This is an optimization exercise on Yosys and OpenROAD, whose aim is small area, a short achievable clock period and few clock cycles per item, not a production implementation.
Only the layout flow was run in this run; the RTL was not checked for function there.
Power and IR drop assume default switching activity.

`flow/run.sh`:
```
#!/bin/bash
# synth_recipe.tcl (not shown) runs the flow's synth.tcl, then flattens the netlist and writes it again
# the make line also repeats each setting of config.mk as NAME=value (left out here)
make -C /OpenROAD-flow-scripts/flow DESIGN_CONFIG=/design/flow/config.mk WORK_HOME=/design/flow/orfs CLKGATE_MAP_FILE= SYNTH_SCRIPT=/design/flow/synth_recipe.tcl finish
```
`flow/config.mk`:
```
export PLATFORM = sky130hd
export DESIGN_NAME = swept_aabb_first_contact_top
export DESIGN_NICKNAME = swept_aabb_first_contact_top
export VERILOG_FILES = /design/flow/design.v
export SDC_FILE = /design/flow/constraint.sdc
export NUM_CORES = 4
export LEC_CHECK = 0
export CAP_MARGIN = 20
export CORE_MARGIN = 2
export CORE_UTILIZATION = 40
export SLEW_MARGIN = 20
```
`flow/constraint.sdc`:
```
create_clock -name core_clock -period 7.0 [get_ports {clock}]
set_input_delay 1.4000 -clock core_clock [delete_from_list [all_inputs] [get_ports {clock}]]
set_output_delay 1.4000 -clock core_clock [all_outputs]
set_load 0.01 [all_outputs]
```
`flow/design.v`:
```
`default_nettype none
package sacf_pkg;
   localparam int PosWidth = 24;
   localparam int SizeWidth = 20;
   localparam int VelWidth = 21;
   localparam int DiffWidth = PosWidth + 2;
   localparam int MagWidth = VelWidth;
   localparam int RemWidth = MagWidth - 1;
   localparam int QuoWidth = 16;
   localparam int TimeWidth = QuoWidth + 1;
endpackage
`default_nettype wire
`default_nettype none
module sacf_setup (
   input  wire logic signed [sacf_pkg::VelWidth-1:0]  v,
   input  wire logic signed [sacf_pkg::PosWidth-1:0]  pos_a,
   input  wire logic [sacf_pkg::SizeWidth-1:0]        size_a,
   input  wire logic signed [sacf_pkg::PosWidth-1:0]  pos_b,
   input  wire logic [sacf_pkg::SizeWidth-1:0]        size_b,
   output logic signed [sacf_pkg::PosWidth:0]         e,
   output logic [sacf_pkg::SizeWidth-1:0]             w1,
   output logic [sacf_pkg::SizeWidth-1:0]             w2,
   output logic [sacf_pkg::MagWidth-1:0]              mag,
   output logic                                       still
);
   localparam int PW = sacf_pkg::PosWidth;
   logic                 neg;
   logic signed [PW:0]   x;
   logic signed [PW:0]   y;
   always_comb begin
      neg = v[sacf_pkg::VelWidth-1];
      still = (v == '0);
      x = (PW+1)'(neg ? pos_a : pos_b);
      y = (PW+1)'(neg ? pos_b : pos_a);
      e = x - y;
      w1 = neg ? size_b : size_a;
      w2 = neg ? size_a : size_b;
      mag = neg ? (~v + 1'b1) : v;
      if (still) mag[sacf_pkg::MagWidth-1] = 1'b1;
   end
endmodule
module sacf_setup_dist (
   input  wire logic signed [sacf_pkg::PosWidth:0]    e,
   input  wire logic [sacf_pkg::SizeWidth-1:0]        w1,
   input  wire logic [sacf_pkg::SizeWidth-1:0]        w2,
   input  wire logic                                  still,
   output logic signed [sacf_pkg::DiffWidth-1:0]      d_in,
   output logic signed [sacf_pkg::DiffWidth-1:0]      d_out,
   output logic                                       fail
);
   localparam int DW = sacf_pkg::DiffWidth;
   always_comb begin
      d_in = DW'(e) - $signed({{(DW-sacf_pkg::SizeWidth){1'b0}}, w1});
      d_out = DW'(e) + $signed({{(DW-sacf_pkg::SizeWidth){1'b0}}, w2});
      fail = d_out[DW-1] || (still && !d_in[DW-1] && (d_in != '0));
   end
endmodule
`default_nettype wire
`default_nettype none
module sacf_prep (
   input  wire logic signed [sacf_pkg::DiffWidth-1:0] d,
   input  wire logic [sacf_pkg::MagWidth-1:0]         mag,
   input  wire logic                                  force_zero,
   input  wire logic                                  force_sat,
   output logic [sacf_pkg::RemWidth-1:0]              rem,
   output logic                                       sat
);
   localparam int DW = sacf_pkg::DiffWidth;
   logic zero;
   logic big;
   always_comb begin
      zero = !force_sat && (force_zero || d[DW-1] || (d == '0));
      big = (d[DW-2:0] >= {{(DW-1-sacf_pkg::MagWidth){1'b0}}, mag});
      sat = force_sat || (!zero && big);
      rem = (zero || sat) ? '0 : d[sacf_pkg::RemWidth-1:0];
   end
endmodule
`default_nettype wire
`default_nettype none
module sacf_div_step (
   input  wire logic [sacf_pkg::RemWidth-1:0] rem_in,
   input  wire logic [sacf_pkg::MagWidth-1:0] mag,
   output logic                               q,
   output logic [sacf_pkg::RemWidth-1:0]      rem_out
);
   logic [sacf_pkg::MagWidth:0] t;
   always_comb begin
      t = {1'b0, rem_in, 1'b0} - {1'b0, mag};
      q = !t[sacf_pkg::MagWidth];
      rem_out = q ? t[sacf_pkg::RemWidth-1:0] : {rem_in[sacf_pkg::RemWidth-2:0], 1'b0};
   end
endmodule
`default_nettype wire
`default_nettype none
module sacf_resolve (
   input  wire logic [5:0] st_in,
   input  wire logic [3:0] qb,
   output logic [5:0]      st_out,
   output logic            tin_bit
);
   logic gx, gy, lt1, gt1, lt2, gt2;
   always_comb begin
      {gx, gy, lt1, gt1, lt2, gt2} = st_in;
      tin_bit = gx ? qb[0] : (gy ? qb[2] : (qb[0] | qb[2]));
      st_out[5] = gx || (!gy && qb[0] && !qb[2]);
      st_out[4] = gy || (!gx && qb[2] && !qb[0]);
      st_out[3] = lt1 || (!gt1 && !tin_bit && qb[1]);
      st_out[2] = gt1 || (!lt1 && tin_bit && !qb[1]);
      st_out[1] = lt2 || (!gt2 && !tin_bit && qb[3]);
      st_out[0] = gt2 || (!lt2 && tin_bit && !qb[3]);
   end
endmodule
`default_nettype wire
`default_nettype none
module swept_aabb_first_contact_top (
   input  wire logic                                 clock,
   input  wire logic                                 reset,
   input  wire logic                                 req_valid,
   output logic                                      req_stall,
   input  wire logic signed [sacf_pkg::PosWidth-1:0] req_a_x,
   input  wire logic signed [sacf_pkg::PosWidth-1:0] req_a_y,
   input  wire logic [sacf_pkg::SizeWidth-1:0]       req_a_width,
   input  wire logic [sacf_pkg::SizeWidth-1:0]       req_a_height,
   input  wire logic signed [sacf_pkg::PosWidth-1:0] req_b_x,
   input  wire logic signed [sacf_pkg::PosWidth-1:0] req_b_y,
   input  wire logic [sacf_pkg::SizeWidth-1:0]       req_b_width,
   input  wire logic [sacf_pkg::SizeWidth-1:0]       req_b_height,
   input  wire logic signed [sacf_pkg::VelWidth-1:0] req_rel_vel_x,
   input  wire logic signed [sacf_pkg::VelWidth-1:0] req_rel_vel_y,
   input  wire logic                                 req_pair_blocked,
   output logic                                      rsp_valid,
   input  wire logic                                 rsp_stall,
   output logic                                      rsp_hit,
   output logic [sacf_pkg::TimeWidth-1:0]            rsp_hit_time,
   output logic                                      rsp_hit_axis
);
   localparam int PW = sacf_pkg::PosWidth;
   localparam int SW = sacf_pkg::SizeWidth;
   localparam int VW = sacf_pkg::VelWidth;
   localparam int DW = sacf_pkg::DiffWidth;
   localparam int MW = sacf_pkg::MagWidth;
   localparam int RW = sacf_pkg::RemWidth;
   localparam int QW = sacf_pkg::QuoWidth;
   localparam int StepsPerStage = 1;
   localparam int DivStages = QW / StepsPerStage;
   localparam int Latency = DivStages + 3;
   localparam int FifoDepth = Latency + 1;
   localparam int FifoAw = $clog2(FifoDepth);
   localparam int CntW = $clog2(FifoDepth + 2) + 1;
   localparam int ResW = QW + 2;    
   logic                accept;
   logic [Latency-1:0]  vld;
   logic [CntW-1:0]     credit_used;
   logic                out_valid;
   logic [ResW-1:0]     out_res;
   logic                deliver;
   logic                res_valid;
   logic [ResW-1:0]     res;
   assign req_stall = (credit_used >= CntW'(FifoDepth + 1));
   assign accept = req_valid && !req_stall && !reset;
   assign deliver = out_valid && !rsp_stall;
   always_ff @(posedge clock) begin
      if (reset) begin
         vld <= '0;
         credit_used <= '0;
      end else begin
         vld <= {vld[Latency-2:0], accept};
         credit_used <= credit_used + CntW'(accept) - CntW'(deliver);
      end
   end
   assign res_valid = vld[Latency-1];
   logic signed [PW-1:0] in_ax, in_ay, in_bx, in_by;
   logic [SW-1:0]        in_aw, in_ah, in_bw, in_bh;
   logic signed [VW-1:0] in_vx, in_vy;
   logic                 in_blk;
   always_ff @(posedge clock) begin
      in_ax <= req_a_x;
      in_ay <= req_a_y;
      in_bx <= req_b_x;
      in_by <= req_b_y;
      in_aw <= req_a_width;
      in_ah <= req_a_height;
      in_bw <= req_b_width;
      in_bh <= req_b_height;
      in_vx <= req_rel_vel_x;
      in_vy <= req_rel_vel_y;
      in_blk <= req_pair_blocked;
   end
   logic signed [PW:0]   su_e_x, su_e_y;
   logic [SW-1:0]        su_w1_x, su_w2_x, su_w1_y, su_w2_y;
   logic [MW-1:0]        su_mag_x, su_mag_y;
   logic                 su_still_x, su_still_y;
   sacf_setup u_setup_x (
      .v(in_vx), .pos_a(in_ax), .size_a(in_aw), .pos_b(in_bx), .size_b(in_bw),
      .e(su_e_x), .w1(su_w1_x), .w2(su_w2_x), .mag(su_mag_x), .still(su_still_x)
   );
   sacf_setup u_setup_y (
      .v(in_vy), .pos_a(in_ay), .size_a(in_ah), .pos_b(in_by), .size_b(in_bh),
      .e(su_e_y), .w1(su_w1_y), .w2(su_w2_y), .mag(su_mag_y), .still(su_still_y)
   );
   logic signed [PW:0]   s0_e_x, s0_e_y;
   logic [SW-1:0]        s0_w1_x, s0_w2_x, s0_w1_y, s0_w2_y;
   logic [MW-1:0]        s0_mag_x, s0_mag_y;
   logic                 s0_still_x, s0_still_y, s0_blk;
   always_ff @(posedge clock) begin
      s0_e_x <= su_e_x;
      s0_e_y <= su_e_y;
      s0_w1_x <= su_w1_x;
      s0_w2_x <= su_w2_x;
      s0_w1_y <= su_w1_y;
      s0_w2_y <= su_w2_y;
      s0_mag_x <= su_mag_x;
      s0_mag_y <= su_mag_y;
      s0_still_x <= su_still_x;
      s0_still_y <= su_still_y;
      s0_blk <= in_blk;
   end
   logic signed [DW-1:0] su_din_x, su_dout_x, su_din_y, su_dout_y;
   logic                 su_fail_x, su_fail_y;
   sacf_setup_dist u_dist_x (
      .e(s0_e_x), .w1(s0_w1_x), .w2(s0_w2_x), .still(s0_still_x),
      .d_in(su_din_x), .d_out(su_dout_x), .fail(su_fail_x)
   );
   sacf_setup_dist u_dist_y (
      .e(s0_e_y), .w1(s0_w1_y), .w2(s0_w2_y), .still(s0_still_y),
      .d_in(su_din_y), .d_out(su_dout_y), .fail(su_fail_y)
   );
   logic signed [DW-1:0] s1_din_x, s1_dout_x, s1_din_y, s1_dout_y;
   logic [MW-1:0]        s1_mag_x, s1_mag_y;
   logic                 s1_still_x, s1_still_y, s1_fail;
   always_ff @(posedge clock) begin
      s1_din_x <= su_din_x;
      s1_dout_x <= su_dout_x;
      s1_din_y <= su_din_y;
      s1_dout_y <= su_dout_y;
      s1_mag_x <= s0_mag_x;
      s1_mag_y <= s0_mag_y;
      s1_still_x <= s0_still_x;
      s1_still_y <= s0_still_y;
      s1_fail <= s0_blk || su_fail_x || su_fail_y;
   end
   logic [4*RW-1:0] pr_rem;
   logic [3:0]      pr_sat;
   logic [5:0]      pr_st;
   logic            pr_tin;
   sacf_prep u_prep_0 (.d(s1_din_x), .mag(s1_mag_x), .force_zero(s1_still_x), .force_sat(1'b0),
                       .rem(pr_rem[0*RW +: RW]), .sat(pr_sat[0]));
   sacf_prep u_prep_1 (.d(s1_dout_x), .mag(s1_mag_x), .force_zero(1'b0), .force_sat(s1_still_x),
                       .rem(pr_rem[1*RW +: RW]), .sat(pr_sat[1]));
   sacf_prep u_prep_2 (.d(s1_din_y), .mag(s1_mag_y), .force_zero(s1_still_y), .force_sat(1'b0),
                       .rem(pr_rem[2*RW +: RW]), .sat(pr_sat[2]));
   sacf_prep u_prep_3 (.d(s1_dout_y), .mag(s1_mag_y), .force_zero(1'b0), .force_sat(s1_still_y),
                       .rem(pr_rem[3*RW +: RW]), .sat(pr_sat[3]));
   sacf_resolve u_res_top (.st_in(6'b0), .qb(pr_sat), .st_out(pr_st), .tin_bit(pr_tin));
   logic [DivStages*4*RW-1:0] p_rem;
   logic [DivStages*2*MW-1:0] p_mag;
   logic [DivStages*6-1:0]    p_st;
   logic [DivStages*QW-1:0]   p_tin;
   logic [DivStages-1:0]      p_fail;
   always_ff @(posedge clock) begin
      p_rem[0 +: 4*RW] <= pr_rem;
      p_mag[0 +: 2*MW] <= {s1_mag_y, s1_mag_x};
      p_st[0 +: 6] <= pr_st;
      p_fail[0] <= s1_fail;
   end
   assign p_tin[0 +: QW] = '0;
   logic [5:0]    fin_st;
   logic [QW-1:0] fin_tin;
   logic          fin_fail;
   for (genvar k = 0; k < DivStages; k++) begin : g_div
      logic [RW-1:0] rem [0:StepsPerStage][0:3];
      logic [5:0]    st [0:StepsPerStage];
      logic [QW-1:0] tin [0:StepsPerStage];
      logic [3:0]    qb [0:StepsPerStage-1];
      for (genvar l = 0; l < 4; l++) begin : g_lane_in
         assign rem[0][l] = p_rem[(k*4+l)*RW +: RW];
      end
      assign st[0] = p_st[k*6 +: 6];
      assign tin[0] = p_tin[k*QW +: QW];
      for (genvar j = 0; j < StepsPerStage; j++) begin : g_step
         for (genvar l = 0; l < 4; l++) begin : g_lane
            sacf_div_step u_step (
               .rem_in(rem[j][l]),
               .mag(p_mag[(k*2+l/2)*MW +: MW]),
               .q(qb[j][l]),
               .rem_out(rem[j+1][l])
            );
         end
         logic tb;
         sacf_resolve u_res (.st_in(st[j]), .qb(qb[j]), .st_out(st[j+1]), .tin_bit(tb));
         assign tin[j+1] = {tin[j][QW-2:0], tb};
      end
      if (k < DivStages - 1) begin : g_reg
         always_ff @(posedge clock) begin
            for (int l = 0; l < 4; l++) begin
               p_rem[((k+1)*4+l)*RW +: RW] <= rem[StepsPerStage][l];
            end
            p_mag[(k+1)*2*MW +: 2*MW] <= p_mag[k*2*MW +: 2*MW];
            p_st[(k+1)*6 +: 6] <= st[StepsPerStage];
            p_tin[(k+1)*QW +: QW] <= tin[StepsPerStage];
            p_fail[k+1] <= p_fail[k];
         end
      end else begin : g_last
         assign fin_st = st[StepsPerStage];
         assign fin_tin = tin[StepsPerStage];
         assign fin_fail = p_fail[k];
      end
   end
   logic fin_hit;
   assign fin_hit = !fin_fail && fin_st[3] && fin_st[1];
   assign res = {fin_hit, fin_hit ? fin_tin : QW'(0), fin_hit && fin_st[4]};
   logic [ResW-1:0]   fifo_mem [0:FifoDepth-1];
   logic [FifoAw-1:0] wr_ptr, rd_ptr;
   logic [FifoAw:0]   fifo_cnt;
   logic              out_load;
   logic              fifo_empty;
   logic              fifo_push;
   logic              fifo_pop;
   assign fifo_empty = (fifo_cnt == '0);
   assign out_load = !out_valid || deliver;
   assign fifo_pop = out_load && !fifo_empty;
   assign fifo_push = res_valid && !(out_load && fifo_empty);
   always_ff @(posedge clock) begin
      if (reset) begin
         out_valid <= 1'b0;
         wr_ptr <= '0;
         rd_ptr <= '0;
         fifo_cnt <= '0;
      end else begin
         if (out_load) begin
            out_valid <= !fifo_empty || res_valid;
         end
         if (fifo_push) begin
            wr_ptr <= (wr_ptr == FifoAw'(FifoDepth - 1)) ? '0 : wr_ptr + 1'b1;
         end
         if (fifo_pop) begin
            rd_ptr <= (rd_ptr == FifoAw'(FifoDepth - 1)) ? '0 : rd_ptr + 1'b1;
         end
         fifo_cnt <= fifo_cnt + (FifoAw+1)'(fifo_push) - (FifoAw+1)'(fifo_pop);
      end
   end
   always_ff @(posedge clock) begin
      if (out_load) begin
         out_res <= fifo_empty ? res : fifo_mem[rd_ptr];
      end
      if (fifo_push) begin
         fifo_mem[wr_ptr] <= res;
      end
   end
   assign rsp_valid = out_valid;
   assign rsp_hit = out_res[ResW-1];
   assign rsp_hit_time = {1'b0, out_res[1 +: QW]};
   assign rsp_hit_axis = out_res[0];
endmodule
`default_nettype wire
```
==> results.cfg <==
[outcome]
status = finished clean

[clocking]
ctsHoldBuffers = 0
cts-root-buf = clkbuf_16
cts_buffer_depth = 4
clock-sinks = 3152
cts_resized = 0
post_cts_buffers = 0
clk_pin_slew_ps = 60
h-tree-depth = 5
insertion_delay_ps = 920
numCtsBuffers = 331
cts_tree = yes

[synthesis]
synth_seq_area_share = 0.441
syn_inst = 15400
synth_area_leaders = dfxtp_1 (37%), ha_1 (12%), edfxtp_1 (7.5%)
yosysTopAreaCellShare = 0.366
synth-edff-count = 378
async_flop_share = 0
syn_nets = 17200
synth_area_per_cell_um2 = 9.84
netlist_area_um2 = 152000
ys_types = 98
ys_ff_latch = 3152
synth_largest_area_cell = dfxtp_1
ys.flop_type = dfxtp_1
synth_warnings = 118

[routing]
drt_pass1_iterations = 5
met3_wirelength_mm = 10.2
routedWlPerCell_um = 16.5
vias = 107000
postRouteAntennaNets = 0
route.met2.wl_mm = 174
vias_per_cell = 5.08
wl_met1_mm = 147
dr.max_layer_used = met4
drc_errors = 0
dr.first_iter.drc_count = 5056
routed_wl_mm = 347

[worst_hold_path]
hold_class = reg2reg
hold_end = g_div[8].tin[0][1]
hp-start = g_div[7].tin[0][0]
whs_path_depth = 0

[timing]
finClkSkew_ps = 52.1
setup_violations = 0
relSlewSlack = 0.276
tns_ps = 0
worst_slew_pin_slew_ps = 1070
fin_crit_sh = 0.637
rsz0062_at_grt = no
fin_crit_ps = 4460
maxSlewViolCount = 0
timing.hold.ws_ps = 296
fmax_mhz = 224
hold_viol_final = 0

[run]
drv_cap = 0

[pwr]
p_leak_nw = 74.9
ir_drop_mv = 0.229
power.density_nw_per_um2 = 472
p_total_mw = 80.9

[global_route]
grt_pass1_wl_mm = 559
track_usage = 0.178
overflow = 0
grt_pass1_vias = 109000
antenna_found_initial = 6
grt_max_degree = 65

[worst_setup_path]
crit_fanout = 43
timing.rr.end = s0_e_x[23]
reg2reg_from = in_vx[20]
required_ps = 7850
cp-start-kind = register
worstRegToRegCells = 13
worstSetupPathType = reg2reg
startpoint = in_vx[20]
arrival_ps = 5310
ff2ff_setup_slack_ps = 2540
critPathCaptureType = register

[place]
port_buffers = 242
hpwl_mm = 272
gp_congestion = 0.913

[cells_and_area]
nets = 17600
fin_util = 0.453
drive_gt1_frac = 0.0871
area_growth_pct = 12.9

[floorplanning]
initial_utilization = 0.401
die_area_um2 = 384000
io_pins = 244
die_w_um = 620
core_area_um2 = 378000
num_rows = 226
die_y_um = 620
flip-flops by register name, summed over array words and instances (netlist names), 24 cells and up, named ones only:
signal     cells
in_by         24
s0_e_x        25
p_mag        672
s1_din_y      26
in_ay         24
s1_din_x      26
s1_dout_x     26
g_div.tin    120
fifo_mem     360
p_st          96
p_rem       1280
in_bx         24
in_ax         24
s1_dout_y     26
s0_e_y        25
worst max-delay path: stages (launching register included):
cell and delay [ps]:
dfxtp_4 700, buf_4 450, mux2i_1 230, ha_1 220, nor2b_1 60, o21ai_0 200, a21boi_0 210, o41ai_1 510
o21ai_0 330, o21ai_0 390, o211ai_1 180, o211ai_1 190, or4b_2 610, o211ai_1 110
metrics by stage:
| stage | std cells | instance area (um2) | setup slack [ps] |
|---|---|---|---|
| 6_report | 21100 | 171000 | 2540 |
| 3_5_place_dp | 20500 | 160000 | 2410 |
| 5_1_grt | 21100 | 171000 | 2090 |
| 3_3_place_gp | 20500 | 160000 | 2290 |
| 2_1_floorplan | 15400 | 152000 | 3030 |
| 4_1_cts | 21100 | 171000 | 2480 |
cell type report:
class                   instances  area, um2
clock buffers                 471       9560
fillers                     35800     207000
well taps                    5016       6280
clock inverters               123       1550
inverters                    1091       4100
repair buffers                332       3100
multi-input cells           10900      79800
flip-flops and latches       3152      66900
diodes                          6       15.0
power by group:
group	switching, mW	internal [mW]
combinational	20.0	16.3
sequential	3.29	23.5
clock	7.24	10.5
worst max path at each step:
stage                     slack, ps        endpoint  cells past startpoint
after detailed placement       2410  fifo_mem[6][0]                      8
after CTS                      2480      s0_e_x[23]                     13
after floorplan                3030      s0_e_x[22]                     15
after global placement         2290     fifo_cnt[4]                     17
after global routing           2090      s0_e_x[22]                     14
final                          2540      s0_e_x[23]                     13
per-layer routing:
metal,GRT usage,up-vias
li1,-,55100
met4,0.0786,0
met5,0,-
met3,0.0194,713
met2,0.334,1681
met1,0.201,49400
kinds of logic after synthesis:
family,count (synthesis),share of synthesized area
AO/OA/AOI/OAI,3740,0.154
flip-flops,3152,0.441
multiplexers,610,0.0528
adder cells (fa/ha/maj),1582,0.134
XOR/XNOR,1096,0.0633
other,1,0.0000247
AND/OR/NAND/NOR,3839,0.120
buffers and inverters,1402,0.0354
cells in the mapped netlist (56+ instances only):
cell and n:
dfxtp_1 2774, ha_1 1514, a21oi_1 1273, nor2_1 1226
inv_1 1091, nand2_1 940, o21ai_0 874, xnor2_1 645
xor2_1 451, mux2_2 416, edfxtp_1 378, a21o_1 364
nor3_1 270, nand2b_1 252, nor2b_1 230, o21a_1 223
nand3_1 221, clkbuf_1 217, and2_1 168, o31ai_1 153
a31oi_1 110, and3_1 109, mux4_2 108, or3_1 96
or2_2 89, a211oi_1 85, mux2i_1 80, o21bai_1 76
fa_1 68, a31o_2 64, a21boi_0 59, nor4_1 58
nand4_1 56
placed cells by master (no fill, tap or decap), drive strengths merged, types with 56 or more instances in the layout:
cell,netlist,layout
dfxtp,2774,2774
ha,1514,1514
a21oi,1278,1278
nor2,1226,1226
inv,1091,1103
nand2,940,940
o21ai,889,889
xnor2,645,645
clkbuf,217,471
xor2,451,451
mux2,422,422
edfxtp,378,378
a21o,364,364
nor3,270,270
nand2b,252,252
clkdlybuf4s50,0,242
nor2b,230,230
o21a,223,223
nand3,221,221
and2,169,169
o31ai,157,157
a31oi,111,111
and3,109,109
mux4,108,108
or3,96,96
buf,94,90
or2,90,90
a211oi,85,85
mux2i,80,80
o21bai,76,76
clkinv,0,71
fa,68,68
a31o,66,66
a21boi,63,63
nor4,58,58
nand4,56,56

==> static timing again, ports no longer ideal <==
The results above use ideal ports. As a check the final layout listed here was re-extracted and re-timed, cells and wires unchanged.
Step 1 sets driving cells, clkbuf_16 on the clock port and buf_2 on the other inputs (assumed; they add their load-dependent delay and slew).
Step 2 adds t to the input delays and takes it off the output delays; t is the mean of the earliest and latest rising clock arrival at the registers after step 1. Input paths then give back, and output paths get back, about the clock's delay inside the block.
a / b / c = ideal ports / drivers / drivers and shift; a / b = the first two.
t, ns: 1.019
slack for setup (ns): 2.538 / 2.538 / 2.447
clock arrival spread, ns: 0.080 / 0.080
worst register clock-pin slew, ns: 0.07 / 0.07
pins driven straight from the clock port: 1
After both steps setup and hold are still met in this run. The setup slack of this run moves by 0.000 ns with the drivers and by -0.091 ns with both steps.
